What follows belongs to an exercise in optimizing a design on an open flow for small area; a production flow would make more cautious choices. In this exercise RTL edits were held to simulation tests only and were not proved equivalent to the original. Power is estimated from default activity; no workload was simulated.

**design/flow/design.v**
```verilog
package rv_pkg;
    localparam int XLEN = 32;
endpackage
`timescale 1ns/1ps
module rv_slice_top (
    input  logic        clk,
    input  logic        rst_n,
    input  logic [11:0] paddr,
    input  logic        psel,
    input  logic        penable,
    input  logic        pwrite,
    input  logic [31:0] pwdata,
    output logic [31:0] prdata,
    output logic        pready,
    output logic        pslverr
);
    logic [6:0] opc;
    logic [2:0] f3;
    logic [6:0] f7;
    logic       is_lui, is_auipc, is_jal, is_jalr, is_br, is_opi, is_op;
    logic       op_imm_ok, op_ok, legal;
    logic       is_alu, is_shift, is_slt, is_logic, is_sub, is_sra, cmp_signed;
    assign opc = pwdata[6:0];
    assign f3  = pwdata[14:12];
    assign f7  = pwdata[31:25];
    assign op_imm_ok = (f3 == 3'b001) ? (f7 == 7'h00) :
                       (f3 == 3'b101) ? (f7 == 7'h00 || f7 == 7'h20) : 1'b1;
    assign op_ok     = (f7 == 7'h00) || (f7 == 7'h20 && (f3 == 3'b000 || f3 == 3'b101));
    assign is_lui   = (opc == 7'b0110111);
    assign is_auipc = (opc == 7'b0010111);
    assign is_jal   = (opc == 7'b1101111);
    assign is_jalr  = (opc == 7'b1100111) && (f3 == 3'b000);
    assign is_br    = (opc == 7'b1100011) && (f3[2:1] != 2'b01);
    assign is_opi   = (opc == 7'b0010011) && op_imm_ok;
    assign is_op    = (opc == 7'b0110011) && op_ok;
    assign legal    = is_lui | is_auipc | is_jal | is_jalr | is_br | is_opi | is_op;
    assign is_alu     = is_opi | is_op;
    assign is_shift   = is_alu && (f3[1:0] == 2'b01);
    assign is_slt     = is_alu && (f3[2:1] == 2'b01);
    assign is_logic   = is_alu && f3[2] && (f3[1:0] != 2'b01);
    assign is_sub     = is_op && (f3 == 3'b000) && f7[5];
    assign is_sra     = f7[5];
    assign cmp_signed = is_br ? ~f3[1] : ~f3[0];
    logic a_instr, a_pc, a_reg, ex, rd_ok, err;
    assign a_instr = (paddr == 12'h084);
    assign a_pc    = (paddr == 12'h080);
    assign a_reg   = (paddr[11:7] == 5'd0) && (paddr[1:0] == 2'b00);
    assign ex      = pwrite & a_instr & legal;
    assign rd_ok   = ~pwrite & (a_reg | a_pc);
    assign err     = ~(ex | rd_ok);
    logic [4:0] phase;
    logic       clr;         
    logic       ph0, ph31;
    logic [5:0] cnt;         
    logic       a_seen;      
    logic       a_done;      
    logic       aw;          
    logic       first;       
    logic       fin;         
    logic       pc_in_t;
    assign ph0   = (phase == 5'd0);
    assign ph31  = (phase == 5'd31);
    assign aw    = psel & ~a_done & (a_seen | ph0);
    assign first = ~cnt[5];
    always_comb begin
        if (err)           pready = 1'b1;
        else if (rd_ok)    pready = aw & ph31;
        else if (is_shift) pready = (cnt == 6'd63);
        else if (is_slt)   pready = a_done;
        else               pready = aw & ph31;
    end
    assign fin     = psel & penable & pready;
    assign pslverr = err;
    always_ff @(posedge clk or negedge rst_n) begin
        if (!rst_n) begin
            phase <= '0;
            clr   <= 1'b1;
        end else begin
            phase <= phase + 5'd1;
            if (ph31) clr <= 1'b0;
        end
    end
    always_ff @(posedge clk) begin
        if (!psel || fin) begin
            cnt    <= '0;
            a_seen <= 1'b0;
            a_done <= 1'b0;
        end else begin
            cnt <= cnt + 6'd1;
            if (ph0) a_seen <= 1'b1;
            if (aw && ph31) a_done <= 1'b1;
        end
    end
    logic [31:0] head;       
    logic [31:1] wen;
    logic        wd;
    logic [31:0] p_q, t_q;
    logic        p_in, t_in;
    assign head[0] = 1'b0;
    for (genvar n = 1; n < 32; n++) begin : g_x
        logic [31:0] q;
        always_ff @(posedge clk) begin
            q <= {wen[n] ? wd : q[0], q[31:1]};
        end
        assign head[n] = q[0];
    end
    always_ff @(posedge clk) begin
        p_q <= {p_in, p_q[31:1]};
        t_q <= {t_in, t_q[31:1]};
    end
    logic [4:0] ra_idx;
    logic       rs1, rs2, pc_b, rstream;
    assign ra_idx  = pwrite ? pwdata[19:15] : paddr[6:2];
    rmux u_r1(.head(head), .idx(ra_idx), .clr(clr), .o(rs1));
    rmux u_r2(.head(head), .idx(pwdata[24:20]), .clr(clr), .o(rs2));
    assign pc_b    = ((pc_in_t & first) ? t_q[0] : p_q[0]) & ~clr;
    assign rstream = a_pc ? pc_b : rs1;
    logic imm;
    imm_gen u_imm(.pwdata(pwdata), .phase(phase), .fmt_u(is_lui | is_auipc), .fmt_b(is_br), .fmt_j(is_jal), .imm(imm));
    logic a_add, b_add, b_cmp, sum, c_add, c_in;
    logic inc, c_inc, ci_inc;
    logic lt, eq, lt_nx, eq_nx, diff, taken;
    logic logic_b;
    assign a_add = (is_auipc | is_jal | is_br) ? pc_b : (is_lui ? 1'b0 : rs1);
    assign b_add = (is_op ? rs2 : imm) ^ is_sub;
    assign b_cmp = (is_op | is_br) ? rs2 : imm;
    assign c_in  = ph0 ? is_sub : c_add;
    assign sum   = a_add ^ b_add ^ c_in;
    assign ci_inc = (phase == 5'd2) | c_inc;
    assign inc    = pc_b ^ ci_inc;
    assign diff  = rs1 ^ b_cmp;
    assign eq_nx = (ph0 | eq) & ~diff;
    assign lt_nx = diff ? ((ph31 & cmp_signed) ? rs1 : b_cmp) : (~ph0 & lt);
    assign taken = (f3[2] ? lt_nx : eq_nx) ^ f3[0];
    always_comb begin
        case (f3[1:0])
            2'b00:   logic_b = rs1 ^ b_cmp;
            2'b10:   logic_b = rs1 | b_cmp;
            default: logic_b = rs1 & b_cmp;
        endcase
    end
    always_ff @(posedge clk) begin
        c_add <= (a_add & b_add) | (c_in & (a_add ^ b_add));
        c_inc <= ~ph31 & pc_b & ci_inc;
        eq    <= eq_nx;
        lt    <= lt_nx;
    end
    logic [4:0] shamt;
    logic       sgn;
    logic       sh_b;
    always_ff @(posedge clk) begin
        if (first && phase < 5'd5) shamt[phase[2:0]] <= b_cmp;
        if (first && ph31) sgn <= rs1;
    end
    sh_gen u_sh(.t_q(t_q), .shamt(shamt), .phase(phase), .right(f3[2]), .sra(is_sra), .sgn(sgn), .sh_b(sh_b));
    logic go, rd_we;
    assign go = psel & ex;
    always_comb begin
        if (is_shift)          rd_we = ~first;
        else if (is_slt)       rd_we = (aw & ~ph0) | a_done;
        else                   rd_we = aw & ~is_br;
    end
    always_comb begin
        if (clr)                   wd = 1'b0;
        else if (is_shift)         wd = sh_b;
        else if (is_slt)           wd = a_done & lt;
        else if (is_jal | is_jalr) wd = inc;
        else if (is_logic)         wd = logic_b;
        else                       wd = sum;
    end
    logic [7:0] we_hi;
    logic [3:0] we_lo;
    for (genvar i = 0; i < 8; i++) begin : g_wh
        assign we_hi[i] = clr | (go & rd_we & (pwdata[11:9] == i));
    end
    for (genvar i = 0; i < 4; i++) begin : g_wl
        assign we_lo[i] = clr | (pwdata[8:7] == i);
    end
    for (genvar n = 1; n < 32; n++) begin : g_we
        assign wen[n] = we_hi[n / 4] & we_lo[n % 4];
    end
    always_comb begin
        if (clr)                p_in = 1'b0;
        else if (go && aw) begin
            if (is_jal)         p_in = sum;
            else if (is_jalr)   p_in = sum & ~ph0;
            else                p_in = inc;
        end else                p_in = pc_b;
    end
    always_comb begin
        if (psel && rd_ok && aw)            t_in = rstream;
        else if (go && is_br && aw)         t_in = sum;
        else if (go && is_shift && first)   t_in = rs1;
        else                                t_in = t_q[0];
    end
    always_ff @(posedge clk) begin
        if (clr) begin
            pc_in_t <= 1'b0;
        end else if (fin && !err) begin
            pc_in_t <= ex & is_br & taken;
        end
    end
    assign prdata = {rstream, t_q[31:1]};
endmodule
module rmux(input logic [31:0] head, input logic [4:0] idx, input logic clr, output logic o);
    assign o = head[idx] & ~clr;
endmodule
module sh_gen(input logic [31:0] t_q, input logic [4:0] shamt, input logic [4:0] phase, input logic right, sra, sgn, output logic sh_b);
    logic [4:0] tap;
    logic       gt_r, lt_l, fill;
    always_comb begin
        gt_r = 1'b0;     
        lt_l = 1'b0;     
        for (int i = 0; i < 5; i++) begin
            if (phase[i] != ~shamt[i]) gt_r = phase[i];
            if (phase[i] != shamt[i])  lt_l = shamt[i];
        end
    end
    assign tap  = right ? shamt : (5'd0 - shamt);
    assign fill = right ? gt_r : lt_l;
    assign sh_b = fill ? (right & sra & sgn) : t_q[tap];
endmodule
module imm_gen(input logic [31:0] pwdata, input logic [4:0] phase, input logic fmt_u, fmt_b, fmt_j, output logic imm);
    logic [31:0] v;
    logic        m, m_b;
    logic [3:0]  vb;
    assign v  = {pwdata[31:12], 1'b0, pwdata[30:20]};
    assign m  = v[phase];
    assign vb = {pwdata[10:8], pwdata[11]};    
    assign m_b = vb[phase[1:0]];
    always_comb begin
        if (phase < 5'd11) begin
            if (fmt_u)                              imm = 1'b0;
            else if (phase == 5'd0)                 imm = ~(fmt_b | fmt_j) & m;
            else if (fmt_b && phase < 5'd5)         imm = m_b;
            else                                    imm = m;
        end else if (phase == 5'd11) begin
            imm = fmt_u ? 1'b0 : fmt_b ? pwdata[7] : fmt_j ? pwdata[20] : pwdata[31];
        end else if (fmt_u || (fmt_j && phase < 5'd20)) begin
            imm = m;
        end else begin
            imm = pwdata[31];
        end
    end
endmodule
```
**design/flow/standard.sh**
```bash
#!/bin/bash
# synth_recipe.tcl (not shown) runs the flow's synth.tcl, then flattens the netlist and writes it again
# the make line also repeats each setting of config.mk as NAME=value (left out here)
make -C /OpenROAD-flow-scripts/flow DESIGN_CONFIG=/design/flow/config.mk WORK_HOME=/design/flow/orfs CLKGATE_MAP_FILE= SYNTH_SCRIPT=/design/flow/synth_recipe.tcl "${@:-finish}"
```
**design/flow/constraint.sdc**
```tcl
create_clock -name core_clock -period 12.0 [get_ports {clk}]
set_input_delay 2.4000 -clock core_clock [delete_from_list [all_inputs] [get_ports {clk}]]
set_output_delay 2.4000 -clock core_clock [all_outputs]
set_load 0.01 [all_outputs]
```
**design/flow/config.mk**
```make
export PLATFORM = sky130hd
export DESIGN_NAME = rv_slice_top
export DESIGN_NICKNAME = rv_slice_top
export VERILOG_FILES = /design/flow/design.v
export SDC_FILE = /design/flow/constraint.sdc
export NUM_CORES = 4
export LEC_CHECK = 0
export CAP_MARGIN = 20
export CORE_MARGIN = 2
export CORE_UTILIZATION = 60
export PLACE_DENSITY = 0.7
export SLEW_MARGIN = 20
```
**design/flow/flow/abc_area_map.script**
```
strash
dch
amap -m
topo
strash
dch
amap -m
topo
```
**design/flow/flow/run.sh**
```bash
#!/bin/bash
# The standard layout (standard.sh), with three changes:
#  - synthesis maps the logic with an area-oriented ABC script (flow/abc_area_map.script)
#    instead of ORFS's delay-oriented one; everything else in synthesis is unchanged
#  - port buffers use the smallest buffer (buf_1) instead of clkdlybuf4s50_1
#  - the clock tree uses clkbuf_4 leaf clusters of at most 12 sinks, without dummy loads
set -e
rm -rf scripts_area
cp -r "$FLOW_HOME/scripts" scripts_area
cp flow/abc_area_map.script scripts_area/abc_speed.script
export SCRIPTS_DIR="$PWD/scripts_area"
export BUFFER_PORTS_ARGS="-buffer_cell sky130_fd_sc_hd__buf_1"
export CTS_ARGS="-sink_clustering_enable -repair_clock_nets -sink_clustering_size 12 -sink_clustering_max_diameter 35 -buf_list sky130_fd_sc_hd__clkbuf_4 -dont_use_dummy_load"
bash standard.sh > standard.log 2>&1
```
==> results of run 1 <==
==> worst max path at each step <==
stage,start,endpoint,depth (start not counted)
after global routing,pwdata[27],pready,13
final,pwdata[27],pready,13
after global placement,pwdata[20],g_x[2].q[31]$_DFF_P_,24
after floorplan,pwrite,prdata[31],11
after detailed placement,pwdata[20],g_x[2].q[31]$_DFF_P_,24
after CTS,pwdata[27],pready,13
==> through the flow <==
stage / power (mW) / hold WS [ns] / setup WS (ns)
global route: 5.267 / 0.2515 / 3.618
finish: 5.051 / 0.2684 / 4.093
floorplan: 3.729 / 0.3096 / 4.474
detailed placement: 3.768 / 0.3121 / 3.985
global placement: 3.768 / 0.3096 / 4.152
CTS: 5.125 / 0.2776 / 4.098
==> synth_stat cells (all sizes together), types with 2 or more instances <==
library cell and instances:
a22oi 12, a31oi 8, o22ai 51, a21oi 59, buf 32, ha 11
nor4 14, o32ai 5, a41o 2, nor2 125, dfxtp 1069, dfrtp 5
nand3 10, a221oi 14, nand2 35, nor3 18, o311a 2, a21o 2
clkinv 60, or2 4, nand3b 2, o21a 4, a211oi 6, nand4 2
o21ai 29, edfxtp 6, o221ai 14, o22a 3, or4 2, nor2b 3
o221a 2, or3 3
==> registers in the layout (all words and copies together) (netlist names) <==
signal,cells
pc_in_t,1
p_q,32
lt,1
cnt,6
c_add,1
clr,1
a_seen,1
a_done,1
phase,5
c_inc,1
sgn,1
shamt,5
eq,1
g_x.q,992
t_q,32
==> layer usage <==
layer / wire, um / track usage, % / vias up
met5: 0 / 0 / -
met4: 1114 / 7.611 / 0
met3: 1904 / 4.433 / 83
met2: 16140 / 26.23 / 288
met1: 18710 / 26.51 / 5309
li1: - / - / 5705
==> cell type report <==
class	instances	area [um^2]	area share, %
Sequential cell	1081	21730	82.35
Multi-Input combinational cell	458	2584	9.790
Clock buffer	110	825.8	3.129
Tap cell	532	665.6	2.522
Timing Repair Buffer	87	345.3	1.309
Inverter	60	225.2	0.8534
Antenna cell	5	12.51	0.04741
==> kinds of logic (layout without fill, tap and decap cells) <==
kind of cell    Yosys count  after routing  synth area share [%]
simple gates            223            223                 3.908
buf+inv                  92            257                 1.878
fa+ha+maj                12             12                0.6362
compound gates          223            223                 5.873
other cells               0              5                     0
flops                  1081           1081                 87.70
==> power breakdown <==
part           internal [mW]  switching (mW)
sequential              3.59         0.00119
combinational         0.0269          0.0667
clock                  0.420           0.944
total                   4.04            1.01
==> results.rst, run 1 <==
.. list-table::
   :header-rows: 1

   * - Metric
     - Value
   * - Run status
     - finished clean
   * - Standby leakage power
     - ~10 nW
   * - Kind of end point of the critical path
     - output port
   * - Sum of overflow across all layers after global routing
     - 0
   * - Slowest stage cell, crit path
     - sky130_fd_sc_hd__or4_1
   * - Share of flip-flops with an asynchronous set or reset
     - less than 1%
   * - Total length of routed wires
     - 37870 um
   * - Power per cell area
     - between 150 and 200 nW/um^2
   * - Final period util
     - about two thirds
   * - Class of the most critical hold timing path
     - flop to flop
   * - Clock root buffer master
     - sky130_fd_sc_hd__clkbuf_4
   * - Largest stage delay on the critical path
     - 0.59 ns
   * - Count of boundary I/O pins
     - 83
   * - Max capacitance violation total
     - 0
   * - Endpoint of the lowest-slack register-to-register path
     - g_x[2].q[31]$_DFF_P_
   * - Total global-route track usage
     - between 10% and 20%
   * - Wire length per cell after detailed routing
     - around 16 um
   * - Count of filler cells inserted in the layout
     - slightly below 3000
   * - Number of cell rows
     - 74
   * - Total instance count after detailed placement
     - approximately 2200
   * - Max-slew violation count
     - 0
   * - Ranking of synthesized cells by area
     - sky130_fd_sc_hd__dfxtp_1, sky130_fd_sc_hd__nor2_1, sky130_fd_sc_hd__o22ai_1
   * - Final Hold Fails
     - 0
   * - Instance count along the most critical hold path
     - 0
   * - Quantity of hold-fixing buffers added after cts
     - 0
   * - Number of flops mapped to enable cells by yosys
     - 6
   * - Average cell area after synthesis
     - ~15 um^2
   * - Hold endpoint
     - g_x[19].q[30]$_DFF_P_
   * - Maximum number of pins on one net before global-route repair
     - 32
   * - Slew @ Worst Pin
     - just over 1 ns
   * - DRC violation count after routing
     - 0
   * - Net Count, Synth
     - approximately 1700
   * - Initial antenna violation count
     - 2
   * - CTS HTree Levels
     - 3
   * - Drt pass-1 iters
     - 5
   * - Sequential element share of the synthesized area
     - between 80 and 90%
   * - Inserted Clock Buffers
     - 110
   * - Die Area
     - roughly 43000 um^2
   * - Fraction of final layout cells sized beyond drive strength 1
     - 6.514%
   * - Placer's final routability congestion estimate
     - a little under 0.9
   * - Highest fanout seen on the critical path
     - 4
   * - Initial Utilization
     - slightly above 60%
   * - Most common cell after layout, fill and taps aside
     - sky130_fd_sc_hd__dfxtp_1
   * - Main synth FF type
     - sky130_fd_sc_hd__dfxtp_1
   * - Via count of the first global-routing pass
     - ~11000
   * - Worst supply voltage drop on vdd
     - roughly 0.15 mV
   * - Clock transition time at the flip-flop clock pins of the worst setup and hold paths
     - between 0.1 and 0.15 ns
   * - Start of the worst register-to-register path
     - phase[0]$_DFF_PN0_
   * - Fraction of post-synthesis cell area in the top cell type by area
     - 86.37%
   * - Count of unique library cells instantiated by Yosys
     - around 50
   * - Worst-skew pair later-pin latency
     - a little under 0.9 ns
   * - Chip Height
     - approximately 210 um
   * - Number of standard cells in the final layout excluding fillers
     - 2333
   * - Hold path startpoint
     - g_x[19].q[31]$_DFF_P_
   * - Largest delay contributor family on the critical path
     - simple AND/OR/NAND/NOR gates
   * - Warnings, synthesis
     - 3
   * - Syn Std Cell Area
     - about 25000 um^2
   * - Final cell utilization of the core
     - between 60% and 70%
   * - Sum Neg Setup Slack
     - 0 ns
   * - Cell area after placement
     - ~26000 um^2
   * - Fmax
     - about 0.13 GHz
   * - Sum of buffers and inverters on the critical path
     - 3
   * - Post-DP HPWL
     - about 25000 um
   * - Area Overhead vs Synth
     - 6.504%
   * - Number of clock sinks seen by CTS
     - 1081
   * - Detail-routed via count per cell
     - between 4 and 5
   * - Data required time of the worst path
     - 9.60 ns
   * - Worst reg-to-reg setup slack
     - roughly 5.6 ns
   * - Post-CTS Setup Bufs
     - 0
   * - DRC violation total after the first TritonRoute iteration
     - 673
   * - Horizontal die dimension
     - 207.2 um
   * - Number of cells traversed by the worst register-to-register path
     - 25
   * - First-pass GRT wire length
     - a little over 60000 um
   * - Input/output buffers
     - between 80 and 90
   * - Crit path time final
     - between 7 and 8 ns
   * - Nets@finish
     - 1859
   * - Relative max-transition margin
     - a little over 30%
   * - Worst Setup Path Type
     - primary input to output port
   * - Ordered cell list for the critical path
     - buf_1 -> or4_1 -> nor4_1 -> a211oi_1 -> nor3b_1 -> clkinv_1 -> o31ai_1 -> nor3_1 -> nor4_1 -> nor2_1 -> nor2_1 -> o21ai_0 -> buf_1
   * - Post-synthesis instance total
     - around 1600
   * - Startpoint Class
     - primary input
   * - Max Buffers Root-to-Sink
     - 3
   * - Remaining antenna violation count after routing
     - 0
   * - Setup repair after global routing missed its margin
     - no
   * - CP arrival
     - about 5.5 ns
   * - Area of all placed cells without fillers
     - approximately 26000 um^2
   * - Most frequent cells in the layout
     - sky130_fd_sc_hd__dfxtp_1, sky130_fd_sc_hd__nor2_1, sky130_fd_sc_hd__clkbuf_4, sky130_fd_sc_hd__buf_1, sky130_fd_sc_hd__clkinv_1
   * - Clock tree from TritonCTS
     - yes
   * - Total via count in the routed design
     - ~11000
   * - Post-CTS Resized
     - 0
   * - Area inside the core boundary
     - about 40000 um^2
   * - Flop and latch count out of synthesis
     - 1081
   * - Setup-violating endpoint count in the final report
     - 0
   * - Clk_skew
     - 0.1127 ns
   * - Cell type with the highest aggregate area in the netlist
     - sky130_fd_sc_hd__dfxtp_1
==> run 2, diff against run 1 <==
--- a/design/flow/flow/run.sh
+++ b/design/flow/flow/run.sh
@@ -10,5 +10,5 @@
 cp flow/abc_area_map.script scripts_area/abc_speed.script
 export SCRIPTS_DIR="$PWD/scripts_area"
 export BUFFER_PORTS_ARGS="-buffer_cell sky130_fd_sc_hd__buf_1"
-export CTS_ARGS="-sink_clustering_enable -repair_clock_nets -sink_clustering_size 12 -sink_clustering_max_diameter 35 -buf_list sky130_fd_sc_hd__clkbuf_4 -dont_use_dummy_load"
+export CTS_ARGS="-sink_clustering_enable -repair_clock_nets -sink_clustering_size 13 -sink_clustering_max_diameter 30 -buf_list sky130_fd_sc_hd__clkbuf_4 -dont_use_dummy_load"
 bash standard.sh > standard.log 2>&1
==> results.rst, run 2 <==
.. list-table::
   :header-rows: 1

   * - Metric
     - Value
   * - Largest stage delay on the critical path
     - slightly below 0.6 ns
   * - Maximum number of pins on one net before global-route repair
     - 32
   * - Nets@finish
     - 1865
   * - Start of the worst register-to-register path
     - phase[0]$_DFF_PN0_
   * - Clk_skew
     - between 0.15 and 0.2 ns
   * - Placer's final routability congestion estimate
     - just under 0.9
   * - Worst-skew pair later-pin latency
     - just under 0.9 ns
   * - Synthesized-area fraction occupied by xor and xnor cells
     - 0%
   * - Post-synthesis mux area share
     - 0%
   * - Run status
     - finished clean
   * - CP arrival
     - between 5 and 6 ns
   * - Post-synthesis instance total
     - ~1600
   * - Worst Setup Path Type
     - primary input to output port
   * - Clock tree from TritonCTS
     - yes
   * - Endpoint of the lowest-slack register-to-register path
     - g_x[2].q[31]$_DFF_P_
   * - Quantity of hold-fixing buffers added after cts
     - 0
   * - Fraction of post-synthesis cell area in the top cell type by area
     - a little under nine tenths
   * - Max-slew violation count
     - 0
   * - Hold path startpoint
     - g_x[12].q[9]$_DFF_P_
   * - Input/output buffers
     - 82
   * - Leading cell types by count after synthesis
     - sky130_fd_sc_hd__dfxtp_1, sky130_fd_sc_hd__nor2_1, sky130_fd_sc_hd__clkinv_1
   * - Dominant combinational cell family by area after synthesis
     - compound AO/OA/AOI/OAI gates
   * - Worst supply voltage drop on vdd
     - roughly 0.14 mV
   * - Initial Utilization
     - around three fifths
   * - Final Hold Fails
     - 0
   * - Total via count in the routed design
     - 11429
   * - Count of boundary I/O pins
     - slightly above 80
   * - Sequential element share of the synthesized area
     - between 80 and 90%
   * - Setup repair after global routing missed its margin
     - no
   * - Post-CTS Setup Bufs
     - 0
   * - Final period util
     - between 60% and 70%
   * - Fmax
     - 0.1267 GHz
   * - Instance count along the most critical hold path
     - 0
   * - Total length of routed wires
     - ~38000 um
   * - Final setup slack of the worst path
     - 4.105 ns
   * - Area of all placed cells without fillers
     - 26440 um^2
   * - Number of standard cells in the final layout excluding fillers
     - about 2300
   * - Reg with most FFs
     - g_x.q
   * - Total power after layout
     - slightly above 5 mW
   * - Flip-flop count of the largest register after layout
     - slightly below 1000
   * - Net Count, Synth
     - between 1500 and 2000
   * - Detail-routed via count per cell
     - around 4.9
   * - Sum Neg Setup Slack
     - 0 ns
   * - Area Overhead vs Synth
     - 6.716%
   * - Die Area
     - around 43000 um^2
   * - Wire length per cell after detailed routing
     - between 15 and 20 um
   * - Cell area after placement
     - between 20000 and 30000 um^2
   * - Slowest stage cell, crit path
     - sky130_fd_sc_hd__or4_1
   * - Placement-stage worst setup slack
     - roughly 4 ns
   * - Max capacitance violation total
     - 0
   * - Post-synthesis share of cell area spent on and, or, nand and nor gates
     - approximately 3.9%
   * - Drt pass-1 iters
     - 5
   * - Number of flops mapped to enable cells by yosys
     - 6
   * - Warnings, synthesis
     - 3
   * - DRC violation total after the first TritonRoute iteration
     - ~690
   * - Total instance count after detailed placement
     - 2217
   * - First-pass GRT wire length
     - a little over 60000 um
   * - Most frequent cells in the layout
     - sky130_fd_sc_hd__dfxtp_1, sky130_fd_sc_hd__nor2_1, sky130_fd_sc_hd__clkbuf_4, sky130_fd_sc_hd__buf_1, sky130_fd_sc_hd__clkinv_1
   * - Data required time of the worst path
     - ~9.6 ns
   * - Cell type with the highest aggregate area in the netlist
     - sky130_fd_sc_hd__dfxtp_1
   * - Average cell area after synthesis
     - 15.19 um^2
   * - Post-CTS Resized
     - 0
   * - Crit path time final
     - between 7 and 8 ns
   * - Via count of the first global-routing pass
     - ~11000
   * - Fraction of final layout cells sized beyond drive strength 1
     - roughly 6.8%
   * - Horizontal die dimension
     - 207.2 um
   * - Slew @ Worst Pin
     - between 1 and 1.5 ns
   * - Chip Height
     - between 200 and 250 um
   * - Sum of overflow across all layers after global routing
     - 0
   * - Flop and latch count out of synthesis
     - roughly 1100
   * - Complex-gate fraction of the synthesized area
     - about 6%
   * - Inserted Clock Buffers
     - around 120
   * - Final cell utilization of the core
     - around two thirds
   * - Power per cell area
     - 192.0 nW/um^2
   * - Max Buffers Root-to-Sink
     - 3
   * - Relative max-transition margin
     - slightly above 30%
   * - Cell with the most instances after synthesis
     - sky130_fd_sc_hd__dfxtp_1
   * - Standby leakage power
     - ~10 nW
   * - Highest fanout seen on the critical path
     - 4
   * - Count of unique library cells instantiated by Yosys
     - 49
   * - Adder-Cell Fraction of Synth Area
     - less than 1%
   * - Post-DP HPWL
     - around 25000 um
   * - Ordered cell list for the critical path
     - buf_1 -> or4_1 -> nor4_1 -> a211oi_1 -> nor3b_1 -> clkinv_1 -> o31ai_1 -> nor3_1 -> nor4_1 -> nor2_1 -> nor2_1 -> o21ai_0 -> buf_1
   * - DRC violation count after routing
     - 0
   * - Class of the most critical hold timing path
     - flop to flop
   * - Clock transition time at the flip-flop clock pins of the worst setup and hold paths
     - roughly 0.1 ns
   * - Kind of end point of the critical path
     - output port
   * - CTS HTree Levels
     - 3
   * - Initial antenna violation count
     - 4
   * - Largest registers
     - g_x.q (992), p_q (32), t_q (32)
   * - Syn Std Cell Area
     - around 25000 um^2
   * - Main synth FF type
     - sky130_fd_sc_hd__dfxtp_1
   * - Hold endpoint
     - g_x[12].q[8]$_DFF_P_
   * - Worst reg-to-reg setup slack
     - about 5.7 ns
   * - Share of flip-flops with an asynchronous set or reset
     - 0.5550%
   * - Area inside the core boundary
     - 40830 um^2
   * - Startpoint Class
     - primary input
   * - Ranking of synthesized cells by area
     - sky130_fd_sc_hd__dfxtp_1, sky130_fd_sc_hd__nor2_1, sky130_fd_sc_hd__o22ai_1
   * - Number of clock sinks seen by CTS
     - 1081
   * - Number of cell rows
     - 74
   * - Setup-violating endpoint count in the final report
     - 0
   * - Number of cells traversed by the worst register-to-register path
     - 23
   * - Total global-route track usage
     - 18.21%
   * - Most common cell after layout, fill and taps aside
     - sky130_fd_sc_hd__dfxtp_1
   * - Worst hold margin
     - ~0.25 ns
   * - Remaining antenna violation count after routing
     - 0
   * - Clock root buffer master
     - sky130_fd_sc_hd__clkbuf_4
## run 2: changes by cell type in the layout (fill, tap and decap cells not counted), sizes merged
cell,before,now
buf,86,87
clkbuf,111,116
diode,5,6
## run 2: layout make-up
class / count / area, um^2
antenna: 6 / 15.01
inverter: 60 / 225.2
multi-input combinational: 458 / 2581
tap: 532 / 665.6
fill: 2942 / 14390
timing repair buffer: 88 / 360.3
clock buffer: 115 / 863.3
sequential: 1081 / 21730
## run 2: kinds of logic (layout without fill, tap and decap cells)
kind of cell / after synthesis / after routing
AND/OR/NAND/NOR: 223 / 223
flip-flops: 1081 / 1081
buffers and inverters: 92 / 263
adder cells (fa/ha/maj): 12 / 12
AO/OA/AOI/OAI: 223 / 223
other: 0 / 6
## run 2: routing by layer
metal  vias up  part of all wire, %  track usage, %
li1       5736                    -               -
met1      5299                   49           26.46
met2       311                   43           26.11
met3        83                  5.4           4.781
met4         0                  2.8           7.463
met5         -                    0               0
## run 2: worst max path at each step
stage          slack [ns]                    to       start
2_1_floorplan        4.47            prdata[31]      pwrite
3_3_place_gp         4.15  g_x[2].q[31]$_DFF_P_  pwdata[20]
3_5_place_dp         3.98  g_x[2].q[31]$_DFF_P_  pwdata[20]
4_1_cts              4.10                pready  pwdata[27]
5_1_grt              3.62                pready  pwdata[27]
6_report             4.10                pready  pwdata[27]
## run 2: where the power goes
group	internal (mW)	switching, mW	leakage, nW
clock network	0.439	0.948	0.529
registers	3.59	0.00119	8.73
logic	0.0307	0.0677	0.958
total	4.06	1.02	10.2
## run 2: critical path, delay by kind of cell
family | cells | cell delay, ns
and+or+nand+nor | 7 | 2.27
AOI/OAI and AO/OA | 3 | 0.43
buffers and inverters | 3 | 0.40
==> run 3, diff against run 2 <==
--- a/design/flow/flow/run.sh
+++ b/design/flow/flow/run.sh
@@ -10,5 +10,5 @@
 cp flow/abc_area_map.script scripts_area/abc_speed.script
 export SCRIPTS_DIR="$PWD/scripts_area"
 export BUFFER_PORTS_ARGS="-buffer_cell sky130_fd_sc_hd__buf_1"
-export CTS_ARGS="-sink_clustering_enable -repair_clock_nets -sink_clustering_size 13 -sink_clustering_max_diameter 30 -buf_list sky130_fd_sc_hd__clkbuf_4 -dont_use_dummy_load"
+export CTS_ARGS="-sink_clustering_enable -repair_clock_nets -sink_clustering_size 13 -sink_clustering_max_diameter 38 -buf_list sky130_fd_sc_hd__clkbuf_4 -dont_use_dummy_load"
 bash standard.sh > standard.log 2>&1
==> results.rst, run 3 <==
.. list-table::
   :header-rows: 1

   * - Metric
     - Value
   * - Run status
     - finished clean
   * - Kind of end point of the critical path
     - output port
   * - Wire length per cell after detailed routing
     - about 16 um
   * - CTS HTree Levels
     - 3
   * - Main synth FF type
     - sky130_fd_sc_hd__dfxtp_1
   * - Post-CTS Setup Bufs
     - 0
   * - Max Buffers Root-to-Sink
     - 3
   * - Largest delay contributor family on the critical path
     - simple AND/OR/NAND/NOR gates
   * - Number of flops mapped to enable cells by yosys
     - 6
   * - Worst hold margin
     - between 0.2 and 0.25 ns
   * - Max-slew violation count
     - 0
   * - Share of flip-flops with an asynchronous set or reset
     - less than 1%
   * - Slowest stage cell, crit path
     - sky130_fd_sc_hd__or4_1
   * - DRC violation count after routing
     - 0
   * - Final cell utilization of the core
     - roughly 65%
   * - Number of clock sinks seen by CTS
     - approximately 1100
   * - Number of cells traversed by the worst register-to-register path
     - 22
   * - Max capacitance violation total
     - 0
   * - Routing usage on met2
     - between 20% and 30%
   * - Input/output buffers
     - 82
   * - Area inside the core boundary
     - about 41000 um^2
   * - Most frequent cells in the layout
     - sky130_fd_sc_hd__dfxtp_1, sky130_fd_sc_hd__nor2_1, sky130_fd_sc_hd__clkbuf_4, sky130_fd_sc_hd__buf_1, sky130_fd_sc_hd__clkinv_1
   * - Instance count along the most critical hold path
     - 0
   * - Largest stage delay on the critical path
     - roughly 0.60 ns
   * - Flip-flop count of the largest register after layout
     - roughly 990
   * - Cell with the most instances after synthesis
     - sky130_fd_sc_hd__dfxtp_1
   * - Sum of buffers and inverters on the critical path
     - 3
   * - Total global-route track usage
     - a little under a fifth
   * - Maximum number of pins on one net before global-route repair
     - 32
   * - CP arrival
     - approximately 5.5 ns
   * - Flop and latch count out of synthesis
     - roughly 1100
   * - CP Depth
     - 13
   * - Worst-skew pair later-pin latency
     - around 0.84 ns
   * - Count of unique library cells instantiated by Yosys
     - a little under 50
   * - Crit path time final
     - 7.925 ns
   * - Total power after layout
     - 5.023 mW
   * - Power per cell area
     - ~190 nW/um^2
   * - Data required time of the worst path
     - around 9.6 ns
   * - Number of standard cells in the final layout excluding fillers
     - 2325
   * - Post-CTS Resized
     - 0
   * - Ordered cell list for the critical path
     - buf_1 -> or4_1 -> nor4_1 -> a211oi_1 -> nor3b_1 -> clkinv_1 -> o31ai_1 -> nor3_1 -> nor4_1 -> nor2_1 -> nor2_1 -> o21ai_0 -> buf_1
   * - Reg with most FFs
     - g_x.q
   * - Initial Utilization
     - between 60% and 70%
   * - Switching fraction of total power
     - about 20%
   * - Sequential element share of the synthesized area
     - slightly below 90%
   * - Multi-input logic area
     - 2584 um^2
   * - Fraction of final layout cells sized beyond drive strength 1
     - 6.253%
   * - Average cell area after synthesis
     - roughly 15 um^2
   * - Initial antenna violation count
     - 2
   * - Sequential Power Share
     - around 72%
   * - Clock tree from TritonCTS
     - yes
   * - Cell type with the highest aggregate area in the netlist
     - sky130_fd_sc_hd__dfxtp_1
   * - Final Hold Fails
     - 0
   * - Most common cell after layout, fill and taps aside
     - sky130_fd_sc_hd__dfxtp_1
   * - Clock root buffer master
     - sky130_fd_sc_hd__clkbuf_4
   * - Fraction of post-synthesis cell area in the top cell type by area
     - a little under nine tenths
   * - First-pass GRT wire length
     - 60820 um
   * - Highest fanout seen on the critical path
     - 4
   * - Largest registers
     - g_x.q (992), p_q (32), t_q (32)
   * - Drt pass-1 iters
     - 5
   * - NetSw
     - 1.001 mW
   * - Clk_skew
     - 0.1483 ns
   * - Die Area
     - between 40000 and 50000 um^2
   * - Remaining antenna violation count after routing
     - 0
   * - Setup-violating endpoint count in the final report
     - 0
   * - Setup repair after global routing missed its margin
     - no
   * - Chip Height
     - 207.2 um
   * - Total via count in the routed design
     - 11372
   * - Fmax
     - approximately 0.13 GHz
   * - Post-synthesis instance total
     - approximately 1600
   * - Nets@finish
     - between 1500 and 2000
   * - Slew @ Worst Pin
     - between 1 and 1.5 ns
   * - Standby leakage power
     - between 10 and 15 nW
   * - Count of boundary I/O pins
     - 83
   * - Startpoint Class
     - primary input
   * - DRC violation total after the first TritonRoute iteration
     - between 600 and 700
   * - Final period util
     - roughly 66%
   * - Fraction of power consumed by the clock network
     - between 20% and 30%
   * - Placer's final routability congestion estimate
     - ~0.88
   * - Flip-flop and latch area
     - between 20000 and 25000 um^2
   * - Syn Std Cell Area
     - 24780 um^2
   * - GRT Max-Usage Layer
     - met1
   * - Sum of overflow across all layers after global routing
     - 0
   * - Relative max-transition margin
     - 29.52%
   * - Warnings, synthesis
     - 3
   * - Clock transition time at the flip-flop clock pins of the worst setup and hold paths
     - approximately 0.11 ns
   * - Int Pwr
     - around 4 mW
   * - Combinational cell fraction of total power
     - roughly 1.9%
   * - Count of filler cells inserted in the layout
     - between 2000 and 3000
   * - Post-DP HPWL
     - 25070 um
   * - Worst supply voltage drop on vdd
     - between 0.1 and 0.15 mV
   * - Met1 Resource Use GR
     - 26.59%
   * - Quantity of hold-fixing buffers added after cts
     - 0
   * - Ranking of synthesized cells by area
     - sky130_fd_sc_hd__dfxtp_1, sky130_fd_sc_hd__nor2_1, sky130_fd_sc_hd__o22ai_1
   * - Total instance count after detailed placement
     - 2217
   * - Area Overhead vs Synth
     - 6.322%
   * - Sum Neg Setup Slack
     - 0 ns
   * - Via count of the first global-routing pass
     - roughly 11000
   * - Class of the most critical hold timing path
     - flop to flop
   * - Routing usage on met3
     - 4.387%
   * - Net Count, Synth
     - approximately 1700
   * - Horizontal die dimension
     - about 210 um
   * - Worst Setup Path Type
     - primary input to output port
   * - Detail-routed via count per cell
     - 4.891
   * - Inserted Clock Buffers
     - approximately 110
   * - Total length of routed wires
     - between 30000 and 40000 um
   * - Leading cell types by count after synthesis
     - sky130_fd_sc_hd__dfxtp_1, sky130_fd_sc_hd__nor2_1, sky130_fd_sc_hd__clkinv_1
   * - Number of cell rows
     - 74
[run 3: final timing paths]
path                                      startpoint  slack (ns)                    end
worst max register to register    phase[0]$_DFF_PN0_        5.69  g_x[29].q[31]$_DFF_P_
min in group asynchronous                      rst_n        1.49     phase[0]$_DFF_PN0_
worst max-delay path                      pwdata[27]        4.08                 pready
max in group asynchronous                      rst_n       10.14        clr$_DFFE_PN1N_
worst min register to register  g_x[12].q[9]$_DFF_P_        0.22   g_x[12].q[8]$_DFF_P_
worst min-delay path            g_x[12].q[9]$_DFF_P_        0.22   g_x[12].q[8]$_DFF_P_
[run 3: kinds of logic (layout without fill, tap and decap cells)]
kind of cell | after synthesis | count (layout) | share of synthesized area, %
fa+ha+maj | 12 | 12 | 0.6362
simple gates | 223 | 223 | 3.908
other cells | 0 | 2 | 0
compound gates | 223 | 223 | 5.873
buf+inv | 92 | 252 | 1.878
flops | 1081 | 1081 | 87.70
[run 3: worst reg2reg max path, stage by stage, from the launching register on]
cell	delay, ns
sky130_fd_sc_hd__dfrtp_1	0.76
sky130_fd_sc_hd__clkinv_1	0.59
sky130_fd_sc_hd__or2_0	0.38
sky130_fd_sc_hd__a31oi_1	0.34
sky130_fd_sc_hd__nor2_1	0.08
sky130_fd_sc_hd__a221oi_1	0.31
sky130_fd_sc_hd__o22a_1	0.19
sky130_fd_sc_hd__o221ai_1	0.16
sky130_fd_sc_hd__a221oi_1	0.32
sky130_fd_sc_hd__a21o_1	0.12
sky130_fd_sc_hd__nand2_1	0.04
sky130_fd_sc_hd__and2_0	0.16
sky130_fd_sc_hd__a21o_1	0.16
sky130_fd_sc_hd__o21ai_0	0.53
sky130_fd_sc_hd__clkinv_1	0.42
sky130_fd_sc_hd__ha_1	0.30
sky130_fd_sc_hd__o32a_1	0.15
sky130_fd_sc_hd__a31oi_1	0.18
sky130_fd_sc_hd__nor2_1	0.07
sky130_fd_sc_hd__a22oi_1	0.14
sky130_fd_sc_hd__a21oi_1	0.12
sky130_fd_sc_hd__nand2_2	0.47
sky130_fd_sc_hd__a21oi_1	0.16
[run 3: metal layers]
layer / part of all wire, % / wire [um]
met2: 43 / 16130
met3: 5.3 / 1987
met5: 0 / 0
met4: 2.7 / 1018
met1: 49 / 18660
[run 3: layout make-up]
| type | count | share of cell area (%) |
|---|---|---|
| inverters | 60 | 0.8549 |
| clock buffers | 105 | 2.992 |
| multi-input cells | 458 | 9.807 |
| repair buffers | 87 | 1.311 |
| well taps | 532 | 2.527 |
| flip-flops and latches | 1081 | 82.49 |
| diodes | 2 | 0.01900 |
[run 3: metrics by stage]
step	worst slack (ns)	cell area, um^2
after global placement	4.152	25540
after detailed placement	3.985	25540
after CTS	4.098	26330
final	4.075	26350
after global routing	3.618	26340
after floorplan	4.474	24780
[run 3: power groups by stage]
stage	Combinational [mW]	Sequential [mW]	Clock [mW]
floorplan	0.0546	3.67	0
global placement	0.0930	3.68	0
detailed placement	0.0926	3.68	0
CTS	0.0931	3.59	1.41
global route	0.104	3.60	1.54
finish	0.0938	3.59	1.34
==> run 4, diff against run 3 <==
--- a/design/flow/flow/run.sh
+++ b/design/flow/flow/run.sh
@@ -10,5 +10,5 @@
 cp flow/abc_area_map.script scripts_area/abc_speed.script
 export SCRIPTS_DIR="$PWD/scripts_area"
 export BUFFER_PORTS_ARGS="-buffer_cell sky130_fd_sc_hd__buf_1"
-export CTS_ARGS="-sink_clustering_enable -repair_clock_nets -sink_clustering_size 13 -sink_clustering_max_diameter 38 -buf_list sky130_fd_sc_hd__clkbuf_4 -dont_use_dummy_load"
+export CTS_ARGS="-sink_clustering_enable -repair_clock_nets -sink_clustering_size 12 -sink_clustering_max_diameter 42 -buf_list sky130_fd_sc_hd__clkbuf_4 -dont_use_dummy_load"
 bash standard.sh > standard.log 2>&1
==> results.rst, run 4 <==
.. list-table::
   :header-rows: 1

   * - Metric
     - Value
   * - Run status
     - finished clean
   * - Max Buffers Root-to-Sink
     - 3
   * - Largest registers
     - g_x.q (992), p_q (32), t_q (32)
   * - Final period util
     - around two thirds
   * - Cell type with the highest aggregate area in the netlist
     - sky130_fd_sc_hd__dfxtp_1
   * - CTS HTree Levels
     - 3
   * - Area Overhead vs Synth
     - 6.413%
   * - Sum Neg Setup Slack
     - 0 ns
   * - Clock tree from TritonCTS
     - yes
   * - Post-DP HPWL
     - 25070 um
   * - Fraction of final layout cells sized beyond drive strength 1
     - 6.198%
   * - Worst Setup Path Type
     - primary input to output port
   * - Inserted Clock Buffers
     - about 100
   * - Count of boundary I/O pins
     - between 80 and 90
   * - Placer's final routability congestion estimate
     - ~0.9
   * - Chip Height
     - a little over 200 um
   * - Syn Std Cell Area
     - between 20000 and 25000 um^2
   * - Worst supply voltage drop on vdd
     - 0.1414 mV
   * - Main synth FF type
     - sky130_fd_sc_hd__dfxtp_1
   * - Warnings, synthesis
     - 3
   * - Total global-route track usage
     - about 18%
   * - Maximum number of pins on one net before global-route repair
     - 32
   * - Share of flip-flops with an asynchronous set or reset
     - less than 1%
   * - Most frequent cells in the layout
     - sky130_fd_sc_hd__dfxtp_1, sky130_fd_sc_hd__nor2_1, sky130_fd_sc_hd__clkbuf_4, sky130_fd_sc_hd__buf_1, sky130_fd_sc_hd__clkinv_1
   * - Standby leakage power
     - slightly above 10 nW
   * - Cell with the most instances after synthesis
     - sky130_fd_sc_hd__dfxtp_1
   * - Sequential element share of the synthesized area
     - between 80 and 90%
   * - Nets@finish
     - roughly 1900
   * - Int Pwr
     - between 4 and 5 mW
   * - Clk_skew
     - 0.1246 ns
   * - Kind of end point of the critical path
     - output port
   * - Total via count in the routed design
     - roughly 11000
   * - Number of clock sinks seen by CTS
     - around 1100
   * - Initial antenna violation count
     - 6
   * - Area inside the core boundary
     - around 41000 um^2
   * - Sum of overflow across all layers after global routing
     - 0
   * - Leading cell types by count after synthesis
     - sky130_fd_sc_hd__dfxtp_1, sky130_fd_sc_hd__nor2_1, sky130_fd_sc_hd__clkinv_1
   * - Die Area
     - between 40000 and 50000 um^2
   * - Input/output buffers
     - 82
   * - NetSw
     - between 1 and 1.5 mW
   * - Via count of the first global-routing pass
     - 11284
   * - Total instance count after detailed placement
     - 2217
   * - Flip-flop count of the largest register after layout
     - around 1000
   * - First-pass GRT wire length
     - just over 60000 um
   * - Class of the most critical hold timing path
     - flop to flop
   * - Combinational cell fraction of total power
     - 2.0%
   * - Net Count, Synth
     - around 1700
   * - Fmax
     - 0.1264 GHz
   * - Worst-skew pair later-pin latency
     - ~0.85 ns
   * - Sequential Power Share
     - between 70 and 80%
   * - Post-synthesis instance total
     - roughly 1600
   * - Number of cells traversed by the worst register-to-register path
     - 23
   * - Number of cell rows
     - 74
   * - Max-slew violation count
     - 0
   * - Wire length per cell after detailed routing
     - between 15 and 20 um
   * - Highest fanout seen on the critical path
     - 4
   * - Crit path time final
     - roughly 7.9 ns
   * - Relative max-transition margin
     - about 30%
   * - Total length of routed wires
     - 38140 um
   * - Power per cell area
     - between 150 and 200 nW/um^2
   * - Average cell area after synthesis
     - ~15 um^2
   * - Quantity of hold-fixing buffers added after cts
     - 0
   * - Instance count along the most critical hold path
     - 0
   * - Detail-routed via count per cell
     - roughly 5
   * - Placement-stage worst setup slack
     - 3.985 ns
   * - Number of standard cells in the final layout excluding fillers
     - approximately 2300
   * - Initial Utilization
     - between 60% and 70%
   * - Final setup slack of the worst path
     - between 4 and 5 ns
   * - Post-CTS Resized
     - 0
   * - Startpoint Class
     - primary input
   * - Flop and latch count out of synthesis
     - ~1100
   * - Fraction of post-synthesis cell area in the top cell type by area
     - roughly 86%
   * - Data required time of the worst path
     - approximately 9.6 ns
   * - Clock transition time at the flip-flop clock pins of the worst setup and hold paths
     - roughly 0.11 ns
   * - Final Hold Fails
     - 0
   * - Ranking of synthesized cells by area
     - sky130_fd_sc_hd__dfxtp_1, sky130_fd_sc_hd__nor2_1, sky130_fd_sc_hd__o22ai_1
   * - Switching fraction of total power
     - 20.13%
   * - CP arrival
     - roughly 5.5 ns
   * - Drt pass-1 iters
     - 7
   * - Most common cell after layout, fill and taps aside
     - sky130_fd_sc_hd__dfxtp_1
   * - Fraction of power consumed by the clock network
     - around a quarter
   * - Post-CTS Setup Bufs
     - 0
   * - Setup-violating endpoint count in the final report
     - 0
   * - DRC violation count after routing
     - 0
   * - Count of unique library cells instantiated by Yosys
     - a little under 50
   * - Remaining antenna violation count after routing
     - 0
   * - Clock root buffer master
     - sky130_fd_sc_hd__clkbuf_4
   * - Number of flops mapped to enable cells by yosys
     - 6
   * - Max capacitance violation total
     - 0
   * - DRC violation total after the first TritonRoute iteration
     - 672
   * - Horizontal die dimension
     - between 200 and 250 um
   * - Setup repair after global routing missed its margin
     - no
   * - Slew @ Worst Pin
     - between 1 and 1.5 ns
   * - Reg with most FFs
     - g_x.q
## run 4: changes by cell type in the layout (fill, tap and decap cells not counted)
cell,before,now
sky130_fd_sc_hd__buf_8,0,1
sky130_fd_sc_hd__clkbuf_4,106,105
sky130_fd_sc_hd__diode_2,2,9
sky130_fd_sc_hd__nand2_1,34,35
sky130_fd_sc_hd__nand2_2,1,0
## run 4: layer usage
metal,wire [um],share of wire (%),track usage (%)
met1,18710,49,26.47
met2,16290,43,26.29
met5,0,0,0
met3,2088,5.5,4.629
met4,1045,2.7,7.512
## run 4: area by class of cell
| class | instances | area (um^2) |
|---|---|---|
| Inverter | 60 | 225.2 |
| Timing Repair Buffer | 88 | 360.3 |
| Clock buffer | 104 | 780.7 |
| Tap cell | 532 | 665.6 |
| Sequential cell | 1081 | 21730 |
| Antenna cell | 9 | 22.52 |
| Multi-Input combinational cell | 458 | 2581 |
| Fill cell | 2941 | 14460 |
## run 4: final timing paths
path | from | to | slack [ns]
worst min register to register | g_x[12].q[9]$_DFF_P_ | g_x[12].q[8]$_DFF_P_ | 0.26
max in group asynchronous | rst_n | phase[4]$_DFF_PN0_ | 10.16
min in group asynchronous | rst_n | phase[0]$_DFF_PN0_ | 1.47
worst max register to register | phase[0]$_DFF_PN0_ | g_x[2].q[31]$_DFF_P_ | 5.68
worst max-delay path | pwdata[27] | pready | 4.09
worst min-delay path | g_x[12].q[9]$_DFF_P_ | g_x[12].q[8]$_DFF_P_ | 0.26
## run 4: critical path, stage by stage
cell and delay, ns:
sky130_fd_sc_hd__buf_1 0.11, sky130_fd_sc_hd__or4_1 0.60, sky130_fd_sc_hd__nor4_1 0.38, sky130_fd_sc_hd__a211oi_1 0.16, sky130_fd_sc_hd__nor3b_1 0.35, sky130_fd_sc_hd__clkinv_1 0.13, sky130_fd_sc_hd__o31ai_1 0.15, sky130_fd_sc_hd__nor3_1 0.13
sky130_fd_sc_hd__nor4_1 0.53, sky130_fd_sc_hd__nor2_1 0.16, sky130_fd_sc_hd__nor2_1 0.12, sky130_fd_sc_hd__o21ai_0 0.12, sky130_fd_sc_hd__buf_1 0.16
## run 4: per-stage QoR
| stage | hold slack (ns) | total power, mW | cell area, um^2 | util (%) |
|---|---|---|---|---|
| after floorplan | 0.3096 | 3.729 | 24780 | - |
| after global placement | 0.3096 | 3.768 | 25540 | 62.55 |
| after detailed placement | 0.3121 | 3.768 | 25540 | 62.55 |
| after CTS | 0.2629 | 5.099 | 26320 | 64.47 |
| after global routing | 0.2575 | 5.250 | 26360 | 64.56 |
| final | 0.2636 | 5.035 | 26370 | 64.58 |
## run 4: kinds of logic after synthesis
kind of cell | Yosys count | synth area share, %
buffers and inverters | 92 | 1.878
adder cells (fa/ha/maj) | 12 | 0.6362
AND/OR/NAND/NOR | 223 | 3.908
AO/OA/AOI/OAI | 223 | 5.873
flip-flops | 1081 | 87.70
## run 4: power groups by stage
| stage | clock, mW | combinational (mW) | sequential [mW] |
|---|---|---|---|
| 2_1_floorplan | 0 | 0.0546 | 3.67 |
| 3_3_place_gp | 0 | 0.0930 | 3.68 |
| 3_5_place_dp | 0 | 0.0926 | 3.68 |
| 4_1_cts | 1.41 | 0.0932 | 3.59 |
| 5_1_grt | 1.55 | 0.108 | 3.60 |
| 6_report | 1.34 | 0.0986 | 3.59 |
==> run 5, diff against run 4 <==
--- a/design/flow/flow/run.sh
+++ b/design/flow/flow/run.sh
@@ -3,7 +3,7 @@
 #  - synthesis maps the logic with an area-oriented ABC script (flow/abc_area_map.script)
 #    instead of ORFS's delay-oriented one; everything else in synthesis is unchanged
 #  - port buffers use the smallest buffer (buf_1) instead of clkdlybuf4s50_1
-#  - the clock tree uses clkbuf_4 leaf clusters of at most 12 sinks, without dummy loads
+#  - the clock tree uses clkbuf_4 leaf clusters of at most 12 sinks (42 um across), without dummy loads
 set -e
 rm -rf scripts_area
 cp -r "$FLOW_HOME/scripts" scripts_area
==> design/flow/flow/abc_area_map.script (replaced) <==
strash
dch
amap
topo
strash
dch
amap
topo
strash
dch
amap
topo
==> results.rst, run 5 <==
.. list-table::
   :header-rows: 1

   * - Metric
     - Value
   * - Standby leakage power
     - between 10 and 15 nW
   * - Fraction of final layout cells sized beyond drive strength 1
     - roughly 6.1%
   * - Reg with most FFs
     - g_x.q
   * - Area inside the core boundary
     - 40830 um^2
   * - Sum Neg Setup Slack
     - 0 ns
   * - Detail-routed via count per cell
     - 4.903
   * - Kind of end point of the critical path
     - output port
   * - Clk_skew
     - roughly 0.11 ns
   * - Sum of buffers and inverters on the critical path
     - 5
   * - Power per cell area
     - approximately 190 nW/um^2
   * - Final period util
     - 72.61%
   * - Max Buffers Root-to-Sink
     - 3
   * - Via count of the first global-routing pass
     - 11197
   * - Drt pass-1 iters
     - 7
   * - Net Count, Synth
     - between 1500 and 2000
   * - Largest delay contributor family on the critical path
     - buffers and inverters
   * - Input/output buffers
     - about 80
   * - Leading cell types by count after synthesis
     - sky130_fd_sc_hd__dfxtp_1, sky130_fd_sc_hd__nor2_1, sky130_fd_sc_hd__clkinv_1
   * - Average cell area after synthesis
     - around 15 um^2
   * - Setup-violating endpoint count in the final report
     - 0
   * - Largest stage delay on the critical path
     - approximately 0.67 ns
   * - Worst hold margin
     - roughly 0.24 ns
   * - Count of filler cells inserted in the layout
     - approximately 2900
   * - Class of the most critical hold timing path
     - flop to flop
   * - Most common cell after layout, fill and taps aside
     - sky130_fd_sc_hd__dfxtp_1
   * - Flop and latch count out of synthesis
     - about 1100
   * - Placer's final routability congestion estimate
     - around 0.86
   * - Post-synthesis instance total
     - 1630
   * - Number of flops mapped to enable cells by yosys
     - 6
   * - Final Hold Fails
     - 0
   * - Sequential element share of the synthesized area
     - between 80 and 90%
   * - Slowest stage cell, crit path
     - sky130_fd_sc_hd__o22ai_1
   * - Initial antenna violation count
     - 4
   * - Chip Height
     - between 200 and 250 um
   * - DRC violation total after the first TritonRoute iteration
     - 647
   * - Number of cells traversed by the worst register-to-register path
     - 22
   * - Startpoint Class
     - primary input
   * - Flip-flop count of the largest register after layout
     - approximately 1000
   * - Final cell utilization of the core
     - around 64%
   * - Nets@finish
     - around 1900
   * - Horizontal die dimension
     - 207.2 um
   * - Most frequent cells in the layout
     - sky130_fd_sc_hd__dfxtp_1, sky130_fd_sc_hd__nor2_1, sky130_fd_sc_hd__clkbuf_4, sky130_fd_sc_hd__buf_1, sky130_fd_sc_hd__clkinv_1
   * - Slew @ Worst Pin
     - about 1.1 ns
   * - Final setup slack of the worst path
     - between 3 and 4 ns
   * - CP Depth
     - 11
   * - Share of flip-flops with an asynchronous set or reset
     - less than 1%
   * - Ordered cell list for the critical path
     - buf_1 -> clkinv_1 -> o22ai_1 -> clkinv_1 -> a221oi_1 -> nor3_1 -> o21a_1 -> nor3_1 -> clkinv_1 -> o21ai_0 -> buf_1
   * - Worst-skew pair later-pin latency
     - about 0.85 ns
   * - Top cell by count, worst path
     - sky130_fd_sc_hd__clkinv_1
   * - Relative max-transition margin
     - ~28%
   * - Count of unique library cells instantiated by Yosys
     - between 40 and 50
   * - Data required time of the worst path
     - about 9.6 ns
   * - Ranking of synthesized cells by area
     - sky130_fd_sc_hd__dfxtp_1, sky130_fd_sc_hd__nor2_1, sky130_fd_sc_hd__o22ai_1
   * - Fmax
     - roughly 0.11 GHz
   * - Post-CTS Setup Bufs
     - 0
   * - Largest registers
     - g_x.q (992), p_q (32), t_q (32)
   * - Fraction of post-synthesis cell area in the top cell type by area
     - 86.39%
   * - Inserted Clock Buffers
     - 104
   * - Instance count along the most critical hold path
     - 0
   * - Cell with the most instances after synthesis
     - sky130_fd_sc_hd__dfxtp_1
   * - Post-DP HPWL
     - about 25000 um
   * - CP arrival
     - approximately 6.3 ns
   * - Area Overhead vs Synth
     - 6.268%
   * - CTS HTree Levels
     - 3
   * - Worst supply voltage drop on vdd
     - 0.1430 mV
   * - Remaining antenna violation count after routing
     - 0
   * - Worst Setup Path Type
     - primary input to output port
   * - Max-slew violation count
     - 0
   * - Clock transition time at the flip-flop clock pins of the worst setup and hold paths
     - roughly 0.11 ns
   * - Total via count in the routed design
     - 11390
   * - Total global-route track usage
     - approximately 18%
   * - Clock tree from TritonCTS
     - yes
   * - First-pass GRT wire length
     - 60400 um
   * - DRC violation count after routing
     - 0
   * - Number of cell rows
     - 74
   * - Cell type with the highest aggregate area in the netlist
     - sky130_fd_sc_hd__dfxtp_1
   * - Setup repair after global routing missed its margin
     - no
   * - Count of boundary I/O pins
     - between 80 and 90
   * - Post-CTS Resized
     - 0
   * - Main synth FF type
     - sky130_fd_sc_hd__dfxtp_1
   * - Number of clock sinks seen by CTS
     - ~1100
   * - Max capacitance violation total
     - 0
   * - Wire length per cell after detailed routing
     - roughly 16 um
   * - Highest fanout seen on the critical path
     - 9
   * - Total length of routed wires
     - about 38000 um
   * - Initial Utilization
     - approximately three fifths
   * - Crit path time final
     - between 8 and 9 ns
   * - Placement-stage worst setup slack
     - around 3.4 ns
   * - Sum of overflow across all layers after global routing
     - 0
   * - Clock root buffer master
     - sky130_fd_sc_hd__clkbuf_4
   * - Run status
     - finished clean
   * - Maximum number of pins on one net before global-route repair
     - 32
   * - Warnings, synthesis
     - 3
   * - Die Area
     - ~43000 um^2
   * - Syn Std Cell Area
     - 24770 um^2
   * - Quantity of hold-fixing buffers added after cts
     - 0
run 5: cell families (layout without fill, tap and decap cells):
| family | count (synthesis) | count (layout) | share of synthesized area, % |
|---|---|---|---|
| AOI/OAI and AO/OA | 219 | 219 | 5.829 |
| and+or+nand+nor | 227 | 227 | 3.945 |
| other | 0 | 4 | 0 |
| DFF | 1081 | 1081 | 87.73 |
| adders and majority gates | 12 | 12 | 0.6364 |
| buffers and inverters | 91 | 248 | 1.864 |
run 5: cell type report:
cell class                 count  area [um^2]  area share (%)
timing repair buffer          85        330.3           1.255
clock buffer                 104        780.7           2.966
inverter                      59        221.5          0.8413
antenna                        4        10.01         0.03802
sequential                  1081        21730           82.55
tap                          532        665.6           2.529
multi-input combinational    458         2585           9.819
run 5: routing by layer:
layer / part of all wire (%) / global-route usage, %
met1: 49 / 25.76
met2: 43 / 26.63
met3: 4.5 / 4.078
met4: 3.3 / 7.857
met5: 0 / 0
run 5: path summary, 6_finish.rpt:
kind                                      start                     to  slack, ns
max                                      pwrite             prdata[31]       3.29
min                        g_x[8].q[17]$_DFF_P_   g_x[8].q[16]$_DFF_P_       0.24
max reg2reg                  phase[0]$_DFF_PN0_  g_x[31].q[31]$_DFF_P_       5.37
min reg2reg                g_x[8].q[17]$_DFF_P_   g_x[8].q[16]$_DFF_P_       0.24
max in group asynchronous                 rst_n     phase[0]$_DFF_PN0_      10.08
min in group asynchronous                 rst_n     phase[4]$_DFF_PN0_       1.55
run 5: per-stage QoR:
step                      instance area [um^2]  total power, mW  cells
after floorplan                          24770            3.729   1630
after global placement                   25520            3.765   2214
after detailed placement                 25530            3.764   2214
after CTS                                26310            5.095   2318
after global routing                     26330            5.241   2323
final                                    26330            5.033   2323
run 5: where the power goes:
group	total, mW	switching [mW]	internal [mW]
clock	1.35	0.951	0.399
sequential	3.59	0.00152	3.59
combinational	0.0900	0.0638	0.0263
==> run 6, diff against run 5 <==
==> design/flow/flow/abc_area_map.script (replaced) <==
strash
dch
amap -m
topo
strash
dch
amap -m
topo
==> results.rst, run 6 <==
.. list-table::
   :header-rows: 1

   * - Metric
     - Value
   * - DRC violation count after routing
     - 0
   * - Setup repair after global routing missed its margin
     - no
   * - Slew @ Worst Pin
     - ~1.1 ns
   * - Total global-route track usage
     - 18.24%
   * - Drt pass-1 iters
     - 7
   * - Inserted Clock Buffers
     - between 100 and 150
   * - Area inside the core boundary
     - slightly above 40000 um^2
   * - Input/output buffers
     - 82
   * - Worst-skew pair later-pin latency
     - approximately 0.85 ns
   * - Final period util
     - about two thirds
   * - Main synth FF type
     - sky130_fd_sc_hd__dfxtp_1
   * - Max-slew violation count
     - 0
   * - Relative max-transition margin
     - between 20% and 30%
   * - Reg with most FFs
     - g_x.q
   * - Slowest stage cell, crit path
     - sky130_fd_sc_hd__or4_1
   * - Startpoint Class
     - primary input
   * - Fmax
     - roughly 0.13 GHz
   * - Highest fanout seen on the critical path
     - 4
   * - Clk_skew
     - ~0.12 ns
   * - Ordered cell list for the critical path
     - buf_1 -> or4_1 -> nor4_1 -> a211oi_1 -> nor3b_1 -> clkinv_1 -> o31ai_1 -> nor3_1 -> nor4_1 -> nor2_1 -> nor2_1 -> o21ai_0 -> buf_1
   * - Leading cell types by count after synthesis
     - sky130_fd_sc_hd__dfxtp_1, sky130_fd_sc_hd__nor2_1, sky130_fd_sc_hd__clkinv_1
   * - Most common cell after layout, fill and taps aside
     - sky130_fd_sc_hd__dfxtp_1
   * - Cell area after placement
     - around 26000 um^2
   * - Fraction of post-synthesis cell area in the top cell type by area
     - between 80% and 90%
   * - Cell type with the highest aggregate area in the netlist
     - sky130_fd_sc_hd__dfxtp_1
   * - Initial antenna violation count
     - 6
   * - Placer's final routability congestion estimate
     - ~0.88
   * - Fraction of final layout cells sized beyond drive strength 1
     - 6.198%
   * - Clock transition time at the flip-flop clock pins of the worst setup and hold paths
     - between 0.1 and 0.15 ns
   * - Post-DP HPWL
     - 25070 um
   * - Wire length per cell after detailed routing
     - 16.35 um
   * - CTS HTree Levels
     - 3
   * - Horizontal die dimension
     - 207.2 um
   * - CP arrival
     - 5.51 ns
   * - DRC violation total after the first TritonRoute iteration
     - 672
   * - Worst Setup Path Type
     - primary input to output port
   * - Net Count, Synth
     - approximately 1700
   * - Crit path time final
     - between 7 and 8 ns
   * - Count of unique library cells instantiated by Yosys
     - 49
   * - Share of flip-flops with an asynchronous set or reset
     - 0.5550%
   * - Number of flops mapped to enable cells by yosys
     - 6
   * - Final cell utilization of the core
     - between 60% and 70%
   * - Syn Std Cell Area
     - 24780 um^2
   * - Total via count in the routed design
     - between 10000 and 15000
   * - Area Overhead vs Synth
     - 6.413%
   * - Flop and latch count out of synthesis
     - around 1100
   * - Count of boundary I/O pins
     - between 80 and 90
   * - Ranking of synthesized cells by area
     - sky130_fd_sc_hd__dfxtp_1, sky130_fd_sc_hd__nor2_1, sky130_fd_sc_hd__o22ai_1
   * - Nets@finish
     - 1854
   * - Post-CTS Resized
     - 0
   * - First-pass GRT wire length
     - between 60000 and 70000 um
   * - Run status
     - finished clean
   * - Worst supply voltage drop on vdd
     - 0.1414 mV
   * - Cell with the most instances after synthesis
     - sky130_fd_sc_hd__dfxtp_1
   * - Number of clock sinks seen by CTS
     - 1081
   * - Quantity of hold-fixing buffers added after cts
     - 0
   * - Warnings, synthesis
     - 3
   * - Clock root buffer master
     - sky130_fd_sc_hd__clkbuf_4
   * - Average cell area after synthesis
     - approximately 15 um^2
   * - Total length of routed wires
     - 38140 um
   * - Worst hold margin
     - 0.2636 ns
   * - Post-CTS Setup Bufs
     - 0
   * - Max capacitance violation total
     - 0
   * - Flip-flop count of the largest register after layout
     - 992
   * - Maximum number of pins on one net before global-route repair
     - 32
   * - Number of cell rows
     - 74
   * - Power per cell area
     - around 190 nW/um^2
   * - Setup-violating endpoint count in the final report
     - 0
   * - Most frequent cells in the layout
     - sky130_fd_sc_hd__dfxtp_1, sky130_fd_sc_hd__nor2_1, sky130_fd_sc_hd__clkbuf_4, sky130_fd_sc_hd__buf_1, sky130_fd_sc_hd__clkinv_1
   * - Number of standard cells in the final layout excluding fillers
     - roughly 2300
   * - Placement-stage worst setup slack
     - ~4 ns
   * - Sum Neg Setup Slack
     - 0 ns
   * - Class of the most critical hold timing path
     - flop to flop
   * - Die Area
     - 42940 um^2
   * - Total power after layout
     - between 5 and 6 mW
   * - Data required time of the worst path
     - roughly 9.6 ns
   * - Largest stage delay on the critical path
     - approximately 0.60 ns
   * - Standby leakage power
     - 10.17 nW
   * - Area of all placed cells without fillers
     - approximately 26000 um^2
   * - Max Buffers Root-to-Sink
     - 3
   * - Chip Height
     - between 200 and 250 um
   * - Sequential element share of the synthesized area
     - 87.70%
   * - Kind of end point of the critical path
     - output port
   * - Clock tree from TritonCTS
     - yes
   * - Detail-routed via count per cell
     - 4.885
   * - Via count of the first global-routing pass
     - ~11000
   * - Initial Utilization
     - roughly three fifths
   * - Post-synthesis instance total
     - about 1600
   * - Remaining antenna violation count after routing
     - 0
   * - Sum of overflow across all layers after global routing
     - 0
   * - Largest registers
     - g_x.q (992), p_q (32), t_q (32)
   * - Total instance count after detailed placement
     - ~2200
   * - Final Hold Fails
     - 0
   * - Final setup slack of the worst path
     - ~4.1 ns
==> run 6: cell types whose count changed in the layout (fill, tap and decap cells not counted), moves of 3 or more <==
cell,change
sky130_fd_sc_hd__a221oi_1,-9
sky130_fd_sc_hd__o221ai_1,+8
sky130_fd_sc_hd__a22oi_1,+7
sky130_fd_sc_hd__nor2_1,-6
sky130_fd_sc_hd__diode_2,+5
sky130_fd_sc_hd__nor3_1,-5
sky130_fd_sc_hd__o21a_1,-4
sky130_fd_sc_hd__or2_0,-4
sky130_fd_sc_hd__a211oi_1,+3
sky130_fd_sc_hd__a21oi_1,+3
sky130_fd_sc_hd__nand2_1,+3
sky130_fd_sc_hd__nand3_1,+3
==> run 6: layout make-up <==
class | instances | area (um^2)
inverters | 60 | 225.2
clock buffers | 104 | 780.7
repair buffers | 88 | 360.3
well taps | 532 | 665.6
diodes | 9 | 22.52
fillers | 2941 | 14460
flip-flops and latches | 1081 | 21730
multi-input cells | 458 | 2581
==> run 6: logic make-up after synthesis <==
group,share of synthesized area (%)
AO/OA/AOI/OAI,5.873
flip-flops,87.70
AND/OR/NAND/NOR,3.908
adder cells (fa/ha/maj),0.6362
buffers and inverters,1.878
==> run 6: report_power, final <==
group	switching, mW	internal [mW]
clock	0.945	0.399
combinational	0.0679	0.0307
sequential	0.00119	3.59
==> run 6: worst max-delay path, delay by kind of cell <==
kind,cells,cell delay (ns)
AND/OR/NAND/NOR,7,2.27
AO/OA/AOI/OAI,3,0.43
buffers and inverters,3,0.40
==> run 6: final timing paths <==
kind | from | end | slack (ns) | depth (start not counted)
worst max register to register | phase[0]$_DFF_PN0_ | g_x[2].q[31]$_DFF_P_ | 5.68 | 23
max in group asynchronous | rst_n | phase[4]$_DFF_PN0_ | 10.16 | 1
min in group asynchronous | rst_n | phase[0]$_DFF_PN0_ | 1.47 | 1
worst min-delay path | g_x[12].q[9]$_DFF_P_ | g_x[12].q[8]$_DFF_P_ | 0.26 | 0
worst min register to register | g_x[12].q[9]$_DFF_P_ | g_x[12].q[8]$_DFF_P_ | 0.26 | 0
worst max-delay path | pwdata[27] | pready | 4.09 | 13
==> run 6: metal layers <==
metal | global-route usage [%] | vias to the layer above | routed length, um
li1 | - | 5700 | -
met1 | 26.47 | 5323 | 18710
met4 | 7.512 | 0 | 1045
met5 | 0 | - | 0
met3 | 4.629 | 77 | 2088
met2 | 26.29 | 292 | 16290

[re-timing with driven ports]
The results above use ideal ports. As a check the final layouts listed here were re-extracted and re-timed, cells and wires unchanged.
Step 1, drivers: a clkbuf_16 drives clk and a buf_2 each remaining input, both assumed.
Step 2 adds t to the input delays and takes it off the output delays; t is the mean of the earliest and latest rising clock arrival at the registers after step 1. Input paths then give back, and output paths get back, about the clock's delay inside the block.
Three values: ideal, step 1, step 2; two values: the first two.
| run | shift t [ns] | setup slack, ns | hold WS [ns] | worst setup path after step 2 |
|---|---|---|---|---|
| run 1 | 0.865 | 4.093 / 4.072 / 4.073 | 0.268 / 0.268 / 0.268 | input to output |
| run 2 | 0.860 | 4.105 / 4.084 / 4.084 | 0.249 / 0.249 / 0.249 | input to output |
| run 3 | 0.821 | 4.075 / 4.054 / 4.054 | 0.223 / 0.223 / 0.223 | input to output |
| run 4 | 0.852 | 4.091 / 4.070 / 4.070 | 0.264 / 0.264 / 0.264 | input to output |
| run 5 | 0.847 | 3.286 / 3.236 / 3.236 | 0.236 / 0.236 / 0.236 | input to output |
| run 6 | 0.852 | 4.091 / 4.070 / 4.070 | 0.264 / 0.264 / 0.264 | input to output |
After both steps setup and hold are still met in every run listed. The setup slack of run 5, which loses most, moves by -0.050 ns with the drivers and by -0.050 ns with both steps.
